Context: an optimization exercise on an open-source flow, tuned for small area and a short achievable clock period. The choices shown serve that exercise and are no tape-out recipe.
The RTL was checked by simulation tests, not by an equivalence proof against the original design.
Power figures rest on the tool's default switching activity, not on a simulated workload.

==> inputs of run a <==
==> flow/design.v (excerpt) <==
module ethTxTop (
  input  logic   clkTx,
  input  logic   rst,
  input  logic   wbCyc,
  input  logic   wbStb,
  input  logic   wbWe,
  input  ethTxPkg::wbAddrT wbAdr,
  input  ethTxPkg::byteT   wbDatW,
  output ethTxPkg::byteT   wbDatR,
  output logic   wbAck,
  output logic   tdP,
  output logic   tdM
);
  logic     bufWrEn;
  ethTxPkg::bufAddrT  bufWrAddr;
  ethTxPkg::byteT     bufWrData;
  logic     rdRestart;
  logic     rdAdvance;
  ethTxPkg::byteT     bufRdData;
  ethTxPkg::txCmdT    txCmd;
  logic     busy;
  ethTxPkg::lineSlotT slot;
  busDecode i_busDecode (
    .clkTx     (clkTx),
    .rst       (rst),
    .wbCyc     (wbCyc),
    .wbStb     (wbStb),
    .wbWe      (wbWe),
    .wbAdr     (wbAdr),
    .wbDatW    (wbDatW),
    .busy      (busy),
    .wbDatR    (wbDatR),
    .wbAck     (wbAck),
    .bufWrEn   (bufWrEn),
    .bufWrAddr (bufWrAddr),
    .bufWrData (bufWrData),
    .txCmd     (txCmd)
  );
  frameRam i_frameRam (
    .clkTx     (clkTx),
    .bufWrEn   (bufWrEn),
    .bufWrAddr (bufWrAddr),
    .bufWrData (bufWrData),
    .rdRestart (rdRestart),
    .rdAdvance (rdAdvance),
    .bufRdData (bufRdData)
  );
  frameSequencer i_frameSequencer (
    .clkTx     (clkTx),
    .rst       (rst),
    .txCmd     (txCmd),
    .bufRdData (bufRdData),
    .busy      (busy),
    .rdRestart (rdRestart),
    .rdAdvance (rdAdvance),
    .slot      (slot)
  );
  lineEncoder i_lineEncoder (
    .clkTx (clkTx),
    .rst   (rst),
    .slot  (slot),
    .tdP   (tdP),
    .tdM   (tdM)
  );
endmodule
==> flow/config.mk <==
export PLATFORM = sky130hd
export DESIGN_NAME = ethTxTop
export DESIGN_NICKNAME = ethTxTop
export VERILOG_FILES = /design/flow/design.v
export SDC_FILE = /design/flow/constraint.sdc
export NUM_CORES = 4
export LEC_CHECK = 0
export CAP_MARGIN = 20
export CORE_MARGIN = 2
export CORE_UTILIZATION = 40
export SLEW_MARGIN = 20
==> flow/constraint.sdc <==
create_clock -name core_clock -period 4.5 [get_ports {clkTx}]
set_input_delay 0.9000 -clock core_clock [delete_from_list [all_inputs] [get_ports {clkTx}]]
set_output_delay 0.9000 -clock core_clock [all_outputs]
set_load 0.01 [all_outputs]
run.sh (not shown) runs the stock make flow with config.mk's settings and CLKGATE_MAP_FILE= SYNTH_SCRIPT=/design/flow/synth_recipe.tcl, a recipe that flattens the netlist after the stock synthesis.
==> inputs of run b, as changes to run a <==
--- a/flow/design.v
+++ b/flow/design.v
@@ -68,20 +68,17 @@
     end
   end
   always_ff @(posedge clkTx)
   begin
     busyRd <= ctrlSel & busy;
   end
   assign wbDatR = {7'b0, busyRd};
-  always_ff @(posedge clkTx)
-  begin
-    bufWrEn   <= wrAccess & ~wbAdr[9] & ~busy;
-    bufWrAddr <= wbAdr[8:0];
-    bufWrData <= wbDatW;
-  end
+  assign bufWrEn   = wrAccess & ~wbAdr[9] & ~busy;
+  assign bufWrAddr = wbAdr[8:0];
+  assign bufWrData = wbDatW;
   always_ff @(posedge clkTx)
   begin
     if (rst)
     begin
       txCmd.start  <= 1'b0;
       txCmd.length <= '0;
     end
@@ -106,87 +103,182 @@
   input  ethTxPkg::bufAddrT bufWrAddr,
   input  ethTxPkg::byteT    bufWrData,
   input  logic    rdRestart,
   input  logic    rdAdvance,
   output ethTxPkg::byteT    bufRdData
 );
   localparam int Stages = ethTxPkg::BufDepth;
+  function automatic logic [8:0] inc9(input logic [8:0] x);
+    logic [8:0] r;
+    for (int i = 0; i < 9; i++)
+    begin
+      r[i] = x[i] ^ (&(x | ~((9'd1 << i) - 9'd1)));
+    end
+    inc9 = r;
+  endfunction
+  function automatic logic [8:0] add9(input logic [8:0] a, input logic [8:0] b);
+    logic [8:0] g;
+    logic [8:0] p;
+    logic [9:0] c;
+    g = a & b;
+    p = a ^ b;
+    for (int i = 0; i < 10; i++)
+    begin
+      c[i] = 1'b0;
+      for (int j = 0; j < i; j++)
+      begin
+        c[i] = c[i] | (g[j] & (&(p | ~(((10'd1 << i) - 10'd1) & ~((10'd2 << j) - 10'd1)))));
+      end
+    end
+    add9 = p ^ c[8:0];
+  endfunction
   logic [8:0] t;
   logic [8:0] tNext;
-  assign tNext = t + 1'b1;
+  assign tNext = inc9(t);
   always_ff @(posedge clkTx)
   begin
     t <= tNext;
   end
   logic [8:0] wPos;
-  logic [7:0] wStage;
-  logic       wWait;
-  logic       wValid;
-  ethTxPkg::byteT wData;
-  logic       wGo;
-  assign wPos = bufWrAddr + t + 9'd3;
+  logic [15:0] wStageHi;
+  logic [15:0] wStageLo;
+  logic [7:0] wPosHold;
+  logic [7:0] wPosNext;
+  logic       wGoN;
+  logic       wPend;
+  ethTxPkg::byteT wHold;
+  ethTxPkg::byteT wLane;
+  assign wPos     = add9(bufWrAddr, t);
+  assign wPosNext = wPend ? wPosHold : wPos[8:1];
+  always_ff @(posedge clkTx)
+  begin
+    wStageHi <= 16'd1 << wPosNext[7:4];
+    wStageLo <= 16'd1 << wPosNext[3:0];
+  end
   always_ff @(posedge clkTx)
   begin
+    wGoN  <= 1'b1;
+    wPend <= 1'b0;
+    wLane <= '1;
     if (bufWrEn)
     begin
-      wValid <= 1'b1;
-      wWait  <= ~wPos[0];
-      wStage <= wPos[8:1];
-      wData  <= bufWrData ^ {8{wPos[1]}};
-    end
-    else if (wValid && wWait)
-    begin
-      wWait <= 1'b0;
+      wPosHold <= wPos[8:1];
+      if (wPos[0])
+      begin
+        wGoN  <= 1'b0;
+        wLane <= bufWrData ^ {8{wPos[1]}};
+      end
+      else
+      begin
+        wPend <= 1'b1;
+        wHold <= bufWrData ^ {8{wPos[1]}};
+      end
     end
-    else
+    else if (wPend)
     begin
-      wValid <= 1'b0;
+      wGoN  <= 1'b0;
+      wLane <= wHold;
     end
   end
-  assign wGo = wValid & ~wWait;
   ethTxPkg::byteT ring [Stages];
   genvar gi;
   generate
     for (gi = 0; gi < Stages; gi = gi + 2)
     begin : gPair
+      logic hit;
       logic sel;
       logic selN;
-      assign sel  = wGo & (wStage == gi / 2);
-      assign selN = ~sel;
+      assign hit  = wStageHi[gi / 32] & wStageLo[(gi / 2) % 16];
+      assign selN = ~hit;
+      assign sel  = ~(selN | wGoN);
       always_ff @(posedge clkTx)
       begin
-        ring[gi]     <= ~((ring[(gi + Stages - 1) % Stages] | {8{sel}}) & (wData | {8{selN}}));
+        ring[gi]     <= ~((ring[(gi + Stages - 1) % Stages] | {8{sel}}) & (wLane | {8{selN}}));
         ring[gi + 1] <= ring[gi];
       end
     end
   endgenerate
   logic [8:0] rPos;
+  logic [8:0] rPos1;
+  logic [8:0] rPos2;
+  logic [8:0] rPosHiInc;
   ethTxPkg::byteT tap [Stages / 16];
   generate
     for (gi = 0; gi < Stages / 16; gi = gi + 1)
     begin : gTap
-      assign tap[gi] = ring[16 * gi + 3];
+      assign tap[gi] = ring[16 * gi + 6];
     end
   endgenerate
-  always_ff @(posedge clkTx)
+  logic [8:0] rPosNext;
+  logic       rHit;
+  logic [7:0] rSelLo;
+  logic [3:0] rSelHi;
+  ethTxPkg::byteT rGroup [4];
+  ethTxPkg::byteT rGroupQ [4];
+  logic       rHitQ;
+  logic [3:0] rSelHiQ;
+  ethTxPkg::byteT rMux;
+  assign rPos1     = inc9(rPos);
+  assign rPosHiInc = inc9({1'b0, rPos[8:1]});
+  assign rPos2     = {rPosHiInc[7:0], rPos[0]};
+  always_comb
   begin
     if (rdRestart)
     begin
-      rPos <= tNext;
+      rPosNext = tNext;
+    end
+    else if (rdAdvance)
+    begin
+      rPosNext = rPos2;
     end
     else
     begin
-      rPos <= rPos + {rdAdvance, ~rdAdvance};
+      rPosNext = rPos1;
+    end
+  end
+  always_ff @(posedge clkTx)
+  begin
+    rPos   <= rPosNext;
+    rHit   <= (rPosNext[3:0] == 4'd9);
+    rSelLo <= 8'd1 << rPosNext[6:4];
+    rSelHi <= 4'd1 << rPosNext[8:7];
+  end
+  always_comb
+  begin
+    for (int h = 0; h < 4; h++)
+    begin
+      rGroup[h] = '0;
+      for (int i = 0; i < 8; i++)
+      begin
+        rGroup[h] = rGroup[h] | ({8{rSelLo[i]}} & tap[8 * h + i]);
+      end
+    end
+  end
+  always_ff @(posedge clkTx)
+  begin
+    for (int h = 0; h < 4; h++)
+    begin
+      rGroupQ[h] <= rGroup[h];
+    end
+    rHitQ   <= rHit;
+    rSelHiQ <= rSelHi;
+  end
+  always_comb
+  begin
+    rMux = '0;
+    for (int h = 0; h < 4; h++)
+    begin
+      rMux = rMux | ({8{rSelHiQ[h]}} & rGroupQ[h]);
     end
   end
   always_ff @(posedge clkTx)
   begin
-    if (rPos[3:0] == 4'd3)
+    if (rHitQ)
     begin
-      bufRdData <= tap[rPos[8:4]];
+      bufRdData <= rMux;
     end
   end
 endmodule
 `timescale 1ns/100ps
 module crc32Serial (
   input  logic clkTx,
   input  logic crcInit,
@@ -225,73 +317,99 @@
   output logic     rdRestart,
   output logic     rdAdvance,
   output ethTxPkg::lineSlotT slot
 );
   ethTxPkg::seqStateT state;
   logic [3:0] halfCnt;
   ethTxPkg::frameLenT byteRem;
-  ethTxPkg::frameLenT lenM1;
+  ethTxPkg::frameLenT byteRemDec;
+  ethTxPkg::frameLenT frameLen;
+  logic     advNext;
   ethTxPkg::byteT     shiftReg;
   ethTxPkg::byteT     nextByte;
   logic     byteEnd;
   logic     lastByte;
   logic     sfdNext;
   logic     loadFromBuf;
   logic crcMsb;
-  assign busy    = (state != ethTxPkg::sIdle);
-  assign byteEnd = &halfCnt;
   always_ff @(posedge clkTx)
   begin
-    lastByte <= (byteRem == 10'd0);
-    sfdNext  <= (byteRem == 10'd1);
+    if (rst)
+    begin
+      busy <= 1'b0;
+    end
+    else if (state == ethTxPkg::sIdle)
+    begin
+      busy <= txCmd.start;
+    end
+    else
+    begin
+      busy <= ~((state == ethTxPkg::sFcs) & byteEnd & lastByte);
+    end
+  end
+  always_ff @(posedge clkTx)
+  begin
+    byteEnd <= (halfCnt == 4'd14) & busy;
+  end
+  always_ff @(posedge clkTx)
+  begin
+    lastByte <= (byteRem == 10'd1);
+    sfdNext  <= (byteRem == 10'd2);
+  end
+  always_comb
+  begin
+    for (int i = 0; i < 10; i++)
+    begin
+      byteRemDec[i] = byteRem[i] ^ ~(|(byteRem & ((10'd1 << i) - 10'd1)));
+    end
   end
   always_ff @(posedge clkTx)
   begin
     if (rst)
     begin
       state   <= ethTxPkg::sIdle;
       halfCnt <= '0;
     end
     else if (state == ethTxPkg::sIdle)
     begin
       halfCnt <= '0;
-      byteRem <= ethTxPkg::PreambleBytes - 1'b1;
+      byteRem <= ethTxPkg::PreambleBytes;
       if (txCmd.start)
       begin
-        state <= ethTxPkg::sPreamble;
-        lenM1 <= txCmd.length - 1'b1;
+        state    <= ethTxPkg::sPreamble;
+        frameLen <= txCmd.length;
       end
     end
     else
     begin
       halfCnt <= halfCnt + 1'b1;
       if (byteEnd)
       begin
         if (lastByte)
         begin
           case (state)
             ethTxPkg::sPreamble:
             begin
               state   <= ethTxPkg::sPayload;
-              byteRem <= lenM1;
+              byteRem <= frameLen;
             end
             ethTxPkg::sPayload:
             begin
               state   <= ethTxPkg::sFcs;
-              byteRem <= ethTxPkg::FcsBytes - 1'b1;
+              byteRem <= ethTxPkg::FcsBytes;
             end
             default:
             begin
               state   <= ethTxPkg::sIdle;
             end
           endcase
         end
         else
         begin
-          byteRem <= byteRem - 1'b1;
+          byteRem <= byteRemDec;
         end
       end
     end
   end
   assign loadFromBuf = ((state == ethTxPkg::sPreamble) & lastByte) |
                        ((state == ethTxPkg::sPayload) & ~lastByte);
   always_comb
@@ -315,17 +433,21 @@
     end
     else if (halfCnt[0])
     begin
       shiftReg <= {1'b0, shiftReg[7:1]};
     end
   end
   assign rdRestart = (state == ethTxPkg::sIdle);
-  assign rdAdvance = (halfCnt == 4'd14) &
-                     (((state == ethTxPkg::sPreamble) & lastByte) |
-                      (state == ethTxPkg::sPayload));
+  always_ff @(posedge clkTx)
+  begin
+    advNext <= (halfCnt == 4'd12) &
+               (((state == ethTxPkg::sPreamble) & lastByte) |
+                (state == ethTxPkg::sPayload));
+  end
+  assign rdAdvance = advNext;
   crc32Serial i_crc32Serial (
     .clkTx    (clkTx),
     .crcInit  (~state[1]),
     .crcShift ((state == ethTxPkg::sPayload) & halfCnt[0]),
     .crcBit   (shiftReg[0]),
     .crcOut   ((state == ethTxPkg::sFcs) & halfCnt[0]),
     .crcMsb   (crcMsb)
@@ -340,20 +462,31 @@
   input  logic     rst,
   input  ethTxPkg::lineSlotT slot,
   output logic     tdP,
   output logic     tdM
 );
   logic [2:0] idleCnt;
   logic [$clog2(ethTxPkg::LinkPulsePeriod)-1:0] linkCnt;
+  logic [$clog2(ethTxPkg::LinkPulsePeriod)-1:0] linkInc;
   logic linkPulse;
   logic tpIdle;
   logic manchester;
   assign manchester = ~(slot.dataBit ^ slot.secondHalf);
   assign tpIdle    = (idleCnt < ethTxPkg::IdleHighCycles);
-  assign linkPulse = &linkCnt;
+  always_comb
+  begin
+    for (int i = 0; i < 17; i++)
+    begin
+      linkInc[i] = linkCnt[i] ^ (&(linkCnt | ~((17'd1 << i) - 17'd1)));
+    end
+  end
+  always_ff @(posedge clkTx)
+  begin
+    linkPulse <= ~rst & ~slot.active & (linkCnt == 17'h1FFFE);
+  end
   always_ff @(posedge clkTx)
   begin
     if (rst)
     begin
       idleCnt <= ethTxPkg::IdleHighCycles;
       linkCnt <= '0;
     end
@@ -364,15 +497,15 @@
     end
     else
     begin
       if (tpIdle)
       begin
         idleCnt <= idleCnt + 1'b1;
       end
-      linkCnt <= linkCnt + 1'b1;
+      linkCnt <= linkInc;
     end
   end
   always_ff @(posedge clkTx)
   begin
     if (rst)
     begin
       tdP <= 1'b0;
CORE_UTILIZATION = 70   (was 40)
CTS_CLUSTER_DIAMETER = 60   (was not set)
CTS_CLUSTER_SIZE = 30   (was not set)
PLACE_DENSITY = 0.8   (was not set)
SETUP_SLACK_MARGIN = 2.2   (was not set)
==> run summary <==
Between run a and run b, the lower critical path depth is in run b (gap 3).
Of run b and run a, run b has the higher via count (gap about 10%, measured against run a).
Against run b, the clock-buffer cell count of run a is higher by 386.
In run a the clock skew is higher than in run b, by 0.053 ns.
Of run b and run a, run a has the higher non-clock buffer count (gap 12).
Of run a and run b, run b has the higher sequential power (gap about 3%, measured against run b).
Between run a and run b, the lower register-to-register slack is in run a (gap 1.1 ns).
Of run b and run a, run b has the higher worst setup slack (gap 1.1 ns).
In run a the global-route usage is lower than in run b, by 13 points.
==> figures <==
metric	run a	run b
Status	complete, no violations	complete, no violations
Violation count after the first detailed-routing iteration	3744	6196
Period utilization	77.42%	53.67%
Number of antenna violations at the first check in global routing	19	11
Fin nets	8056	8016
First-pass iteration count of the detailed router	8	7
Compound-Gate Fraction of Synth Area	1.302%	13.48%
Yosys reg bits	4261	4337
Standard-cell rows	196	144
Peak VDD IR	0.3426 mV	0.4673 mV
Startpoint of the most critical register-to-register path	i_frameSequencer.state[1]	i_frameRam.t[2]
Number of fillers in the final layout	24.53k	8888
Post-detailed-routing wire length	276200 µm	252600 µm
Xor/xnor cell area share of the yosys netlist	0.5340%	0.4687%
Yosys cell types	76	60
Footprint of the multi-input gates	27710 µm²	19940 µm²
Delay contributed by the slowest stage of the critical path	0.64 ns	0.45 ns
Overall via count from detail_route	57.15k	62.88k
Yosys warning total	7	9
Total net switching power	14.48 mW	11.91 mW

port drivers added, routing unchanged:
Ports are ideal in the flow. The routed layouts listed here were re-timed in OpenROAD. Step 1 assumes that a clkbuf_16 drives the clock port and a buf_2 every other input. Step 2 also shifts input and output timing later by t, the mid clock arrival at the registers, as if the neighbouring blocks saw the same clock. Slacks: ideal / step 1 / step 2; pairs: ideal / step 1.
| run | shift t [ns] | slack for setup (ns) | worst setup path after step 2 | latest minus earliest clock arrival (ns) | worst data-port slew with drivers (ns) |
|---|---|---|---|---|---|
| run a | 1.005 | 1.016 / 1.016 / 1.016 | register to register | 0.090 / 0.090 | 0.04 |
| run b | 0.912 | 2.085 / 2.107 / 1.237 | input to register | 0.034 / 0.034 | 0.04 |
After both steps every run listed still meets setup and hold. For run b, which loses most, drivers alone change the setup slack by +0.022 ns; drivers and shift together by -0.848 ns.
